This design comes from an exercise in tuning for small area, a short achievable clock period and few clock cycles per item on the open sky130 flow, not from production work.
At most, simulation tests tie the RTL to the original design; equivalence was not proved.
Power figures rest on the tool's default switching activity, not on a simulated workload.

== run A ==
==> flow/design.v (excerpt) <==
module conv_pe_top (
    input  logic        clk,
    input  logic        rst,
    input  logic        wght_valid_i,
    input  logic [63:0] wght_i,
    output logic        wght_ready_o,
    input  logic        act_valid_i,
    input  logic [63:0] act_i,
    output logic        act_ready_o,
    output logic [23:0] result_o,
    output logic        result_valid_o
);
    logic [3:0] ph_q;       
    logic [3:0] wait_q;     
    logic       rdy_q;
    logic       fresh_q;    
    logic       wght_acc;
    logic       act_acc;
    assign wght_ready_o = rdy_q;
    assign act_ready_o = rdy_q;
    assign wght_acc = wght_valid_i & rdy_q;
    assign act_acc = act_valid_i & rdy_q;
    always_ff @(posedge clk) begin
        if (rst) begin
            ph_q <= 4'd0;
            rdy_q <= 1'b1;
            fresh_q <= 1'b1;
        end else if (fresh_q && !wght_valid_i) begin
            ph_q <= 4'd0;
        end else begin
            fresh_q <= 1'b0;
  ...
For scale: about 2600 cells after synthesis, roughly 1000 flip-flops, roughly 36000 um^2 of cells after synthesis.
clock: 5.0 ns
lec_check: 0
cap_margin: 20
core_margin: 2
core_utilization: 65
cts_cluster_diameter: 150
cts_cluster_size: 30
setup_slack_margin: 2.8
slew_margin: 20
synth_hierarchical: 1
synth_minimum_keep_size: 0
standard.sh (not shown) runs the stock make flow with config.mk's settings and CLKGATE_MAP_FILE= SYNTH_SCRIPT=/design/flow/synth_recipe.tcl, a recipe that flattens the netlist after the stock synthesis.
==> flow/flow/run.sh <==
#!/bin/bash
# The standard layout, with two resizer settings changed: cells may be
# swapped for ones of another footprint during repair, and the port buffers
# are plain buffers instead of the smallest-area (delay) buffer.
set -euo pipefail
bash standard.sh MATCH_CELL_FOOTPRINT=0 "BUFFER_PORTS_ARGS=-buffer_cell sky130_fd_sc_hd__buf_2" finish > make.log 2>&1
Testbench counts of run A, summed over its fixed seeds: cycles 8,884, windows 900.
[inputs] run B vs run A
# run A
export LEC_CHECK = 0
export CAP_MARGIN = 20
export CORE_MARGIN = 2
export CORE_UTILIZATION = 65
export CTS_CLUSTER_DIAMETER = 150
export CTS_CLUSTER_SIZE = 30
export SETUP_SLACK_MARGIN = 2.8
export SLEW_MARGIN = 20
export SYNTH_HIERARCHICAL = 1
export SYNTH_MINIMUM_KEEP_SIZE = 0
create_clock -name core_clock -period 5.0 [get_ports {clk}]
# run B
export LEC_CHECK = 0
export CAP_MARGIN = 20
export CORE_MARGIN = 2
export CORE_UTILIZATION = 65
export SETUP_SLACK_MARGIN = 2.7
export SLEW_MARGIN = 20
export SYNTH_HIERARCHICAL = 1
export SYNTH_MINIMUM_KEEP_SIZE = 0
create_clock -name core_clock -period 5.0 [get_ports {clk}]
==> summary.txt <==
- In run B, final period utilization is higher than in run A.
- [run B vs run A] final wirelength: higher in run B
- Re initial cell density of the core: no difference whatsoever between run A and run B.
- | worst setup slack | run B vs run A | worse |
- For flip-flop and latch power, run A and run B come out practically identical.
- The power in combinational cells in run B was lower than what run A gave.
- Compare run A and run B | sequential standard cell area lower: run B
- Run B vs. run A: deepest level of the CTS H-tree went up by 1.
- Row number of buffers inserted by post-CTS setup repair: run B lower / run A higher
- Run B vs run A: sequential share of layout area down in run B
- Going from run A to run B, the proportion of layout cells with a drive suffix above 1 was found to have gone down by 1.0 points.
diff inputs: run B => run C
# run B
export LEC_CHECK = 0
export CAP_MARGIN = 20
export CORE_MARGIN = 2
export CORE_UTILIZATION = 65
export SETUP_SLACK_MARGIN = 2.7
export SLEW_MARGIN = 20
export SYNTH_HIERARCHICAL = 1
export SYNTH_MINIMUM_KEEP_SIZE = 0
create_clock -name core_clock -period 5.0 [get_ports {clk}]
# run C
export LEC_CHECK = 0
export CAP_MARGIN = 20
export CORE_MARGIN = 2
export CORE_UTILIZATION = 75
export SETUP_SLACK_MARGIN = 2.8
export SLEW_MARGIN = 20
export SYNTH_HIERARCHICAL = 1
export SYNTH_MINIMUM_KEEP_SIZE = 0
create_clock -name core_clock -period 5.0 [get_ports {clk}]
## What came out
Power: run C and run B compared, lower one is run B
NOTE: wire length in run C exceeds that of run B
Run C vs. run B: number of antenna violations at the first check in global routing went up by 3.
Path depth of the worst reg2reg path came out exactly the same in run C and run B.
When run C is measured against run B, its post-cts gate resize count turns out 105 higher.
Run C vs run B: number of instances in the placed design down by a few percent
Compared run C vs run B, and smallest setup slack after layout is up in run C.
--- input diff run C..run D ---
# run C
export LEC_CHECK = 0
export CAP_MARGIN = 20
export CORE_MARGIN = 2
export CORE_UTILIZATION = 75
export SETUP_SLACK_MARGIN = 2.8
export SLEW_MARGIN = 20
export SYNTH_HIERARCHICAL = 1
export SYNTH_MINIMUM_KEEP_SIZE = 0
create_clock -name core_clock -period 5.0 [get_ports {clk}]
# run D
export LEC_CHECK = 0
export CAP_MARGIN = 20
export CORE_MARGIN = 2
export CORE_UTILIZATION = 65
export CTS_BUF_LIST = sky130_fd_sc_hd__clkbuf_4 sky130_fd_sc_hd__clkbuf_8
export CTS_CLUSTER_SIZE = 30
export SETUP_SLACK_MARGIN = 2.8
export SLEW_MARGIN = 20
export SYNTH_HIERARCHICAL = 1
export SYNTH_MINIMUM_KEEP_SIZE = 0
create_clock -name core_clock -period 5.0 [get_ports {clk}]
==> flow/run.sh (new file) <==
#!/bin/bash
# synth_recipe.tcl (not shown) runs the flow's synth.tcl, then flattens the netlist and writes it again
# the make line also repeats each setting of config.mk as NAME=value (left out here)
make -C /OpenROAD-flow-scripts/flow DESIGN_CONFIG=/design/flow/config.mk WORK_HOME=/design/flow/orfs CLKGATE_MAP_FILE= SYNTH_SCRIPT=/design/flow/synth_recipe.tcl finish
removed: flow/flow/run.sh
removed: flow/standard.sh
## What came out
Diff run C -> run D: post-synthesis to final-layout area growth increased 3.5 points; first-pass GRT wire length went down by 11%; worst path required time saw an increase; smallest setup slack after layout increased 0.028 ns. Run D vs run C, uppermost layer routed: met4 vs met5. Run D vs. run C: internal power of the cells went down by 0.81%. From run D to run C, post-synthesis instance area did not move at all. Compared run D vs run C, and number of logic stages on the critical path including buffering is up in run D. | largest net degree at the start of global routing | run D vs run C | 11% higher |. Against run C as the reference, run D delivers a lower via total after detailed routing. Run C has higher power than run D.

* * *

Another version of the RTL of conv_pe_top (not shown whole).
For scale: roughly 990 flip-flops, ~160 I/O pins, ~0.035 mm2 of cells after synthesis.
export LEC_CHECK = 0
export CAP_MARGIN = 20
export CORE_MARGIN = 2
export CORE_UTILIZATION = 65
export CTS_CLUSTER_DIAMETER = 140
export CTS_CLUSTER_SIZE = 25
export SETUP_SLACK_MARGIN = 2.8
export SLEW_MARGIN = 20
export SYNTH_HIERARCHICAL = 1
export SYNTH_MINIMUM_KEEP_SIZE = 0
export TNS_END_PERCENT = 10
create_clock -name core_clock -period 5.0 [get_ports {clk}]
==> flow/flow/run.sh <==
#!/bin/bash
# The standard layout, with two resizer settings changed: cells may be
# swapped for ones of another footprint during repair, and the port buffers
# are plain buffers instead of the smallest-area (delay) buffer.
set -euo pipefail
bash standard.sh MATCH_CELL_FOOTPRINT=0 "BUFFER_PORTS_ARGS=-buffer_cell sky130_fd_sc_hd__buf_1" finish > make.log 2>&1
The starting point ran to the end with no violations.
Rerun with:
==> flow/flow/run.sh (replaced) <==
#!/bin/bash
# The standard layout, with two resizer settings changed: cells may be
# swapped for ones of another footprint during repair, and the port buffers
# are plain buffers instead of the smallest-area (delay) buffer.
set -euo pipefail
bash standard.sh MATCH_CELL_FOOTPRINT=0 "BUFFER_PORTS_ARGS=-buffer_cell sky130_fd_sc_hd__buf_2" finish > make.log 2>&1
Settings changed: SETUP_SLACK_MARGIN 2.8 to 3.0, TNS_END_PERCENT 10 to not set.
After rerunning:
- cell area increases by about 9%
- power is higher by 7.3%
- utilization is higher by 6.7 points
- worst setup slack got worse by 0.044 ns
Rerun with:
==> flow/run.sh (new file) <==
#!/bin/bash
# synth_recipe.tcl (not shown) runs the flow's synth.tcl, then flattens the netlist and writes it again
# the make line also repeats each setting of config.mk as NAME=value (left out here)
make -C /OpenROAD-flow-scripts/flow DESIGN_CONFIG=/design/flow/config.mk WORK_HOME=/design/flow/orfs CLKGATE_MAP_FILE= SYNTH_SCRIPT=/design/flow/synth_recipe.tcl finish
Settings changed: SETUP_SLACK_MARGIN 3.0 to 2.8.
removed: flow/flow/run.sh
removed: flow/standard.sh
After rerunning:
- The changed run produced a clean layout
- synthesized area stays the same
- utilization went down by 3.6 points
- critical path depth does not change
- clock-buffer cell count went down by 1
- total power went down by 4.7%
Rerun with:
Settings changed: SETUP_SLACK_MARGIN 2.8 to 3.0.
The changed run passed the timing, DRC and antenna checks.
Clock power hardly moves.
Non-clock buffer count climbs by 60.
Die area is unchanged.
Setup slack hardly moves.
Power went up by 3.7%.
Core utilization increases by 3.6 points.
Sequential power is about the same.
Global-route usage climbs by 1.6 points.
Design area is higher by 4.8%.
No run of this note included a check of the RTL's function; only the layout flow was run.

## port drivers added, routing unchanged
In the flow no input, the clock included, has a driving cell. The finished layouts below were timed again as built, in two steps.
Step 1: set_driving_cell puts a clkbuf_16 on clk and a buf_2 on each other input, an assumption about the parent block.
Step 2, shift: input delay + t, output delay - t, t = (earliest + latest rising clock arrival at the registers) / 2. This alone moves slack from input paths to output paths.
Three values: no drivers, after step 1, after step 2; two values: the first two.
run	t (ns)	setup slack, ns	worst setup path after step 2	slew at the worst register clock pin (ns)	worst data-port slew with drivers (ns)
run A	0.667	2.729 / 2.729 / 2.483	input to register	0.12 / 0.12	0.05
run B	0.699	2.662 / 2.662 / 2.662	register to register	0.07 / 0.07	0.08
run C	0.723	2.674 / 2.674 / 2.295	input to register	0.08 / 0.08	0.07
run D	0.828	2.702 / 2.690 / 2.212	input to register	0.07 / 0.07	0.06
the first run of note 2	0.690	2.686 / 2.686 / 2.156	input to register	0.11 / 0.11	0.06
the second run of note 2	0.677	2.642 / 2.642 / 2.553	input to register	0.11 / 0.11	0.05
the third run of note 2	0.681	2.698 / 2.698 / 2.391	input to register	0.11 / 0.11	0.05
the fourth run of note 2	0.676	2.698 / 2.698 / 2.390	input to register	0.11 / 0.11	0.06
After both steps setup and hold are still met in every run listed. For the first run of note 2, which loses most, drivers alone change the setup slack by 0.000 ns; drivers and shift together by -0.530 ns.
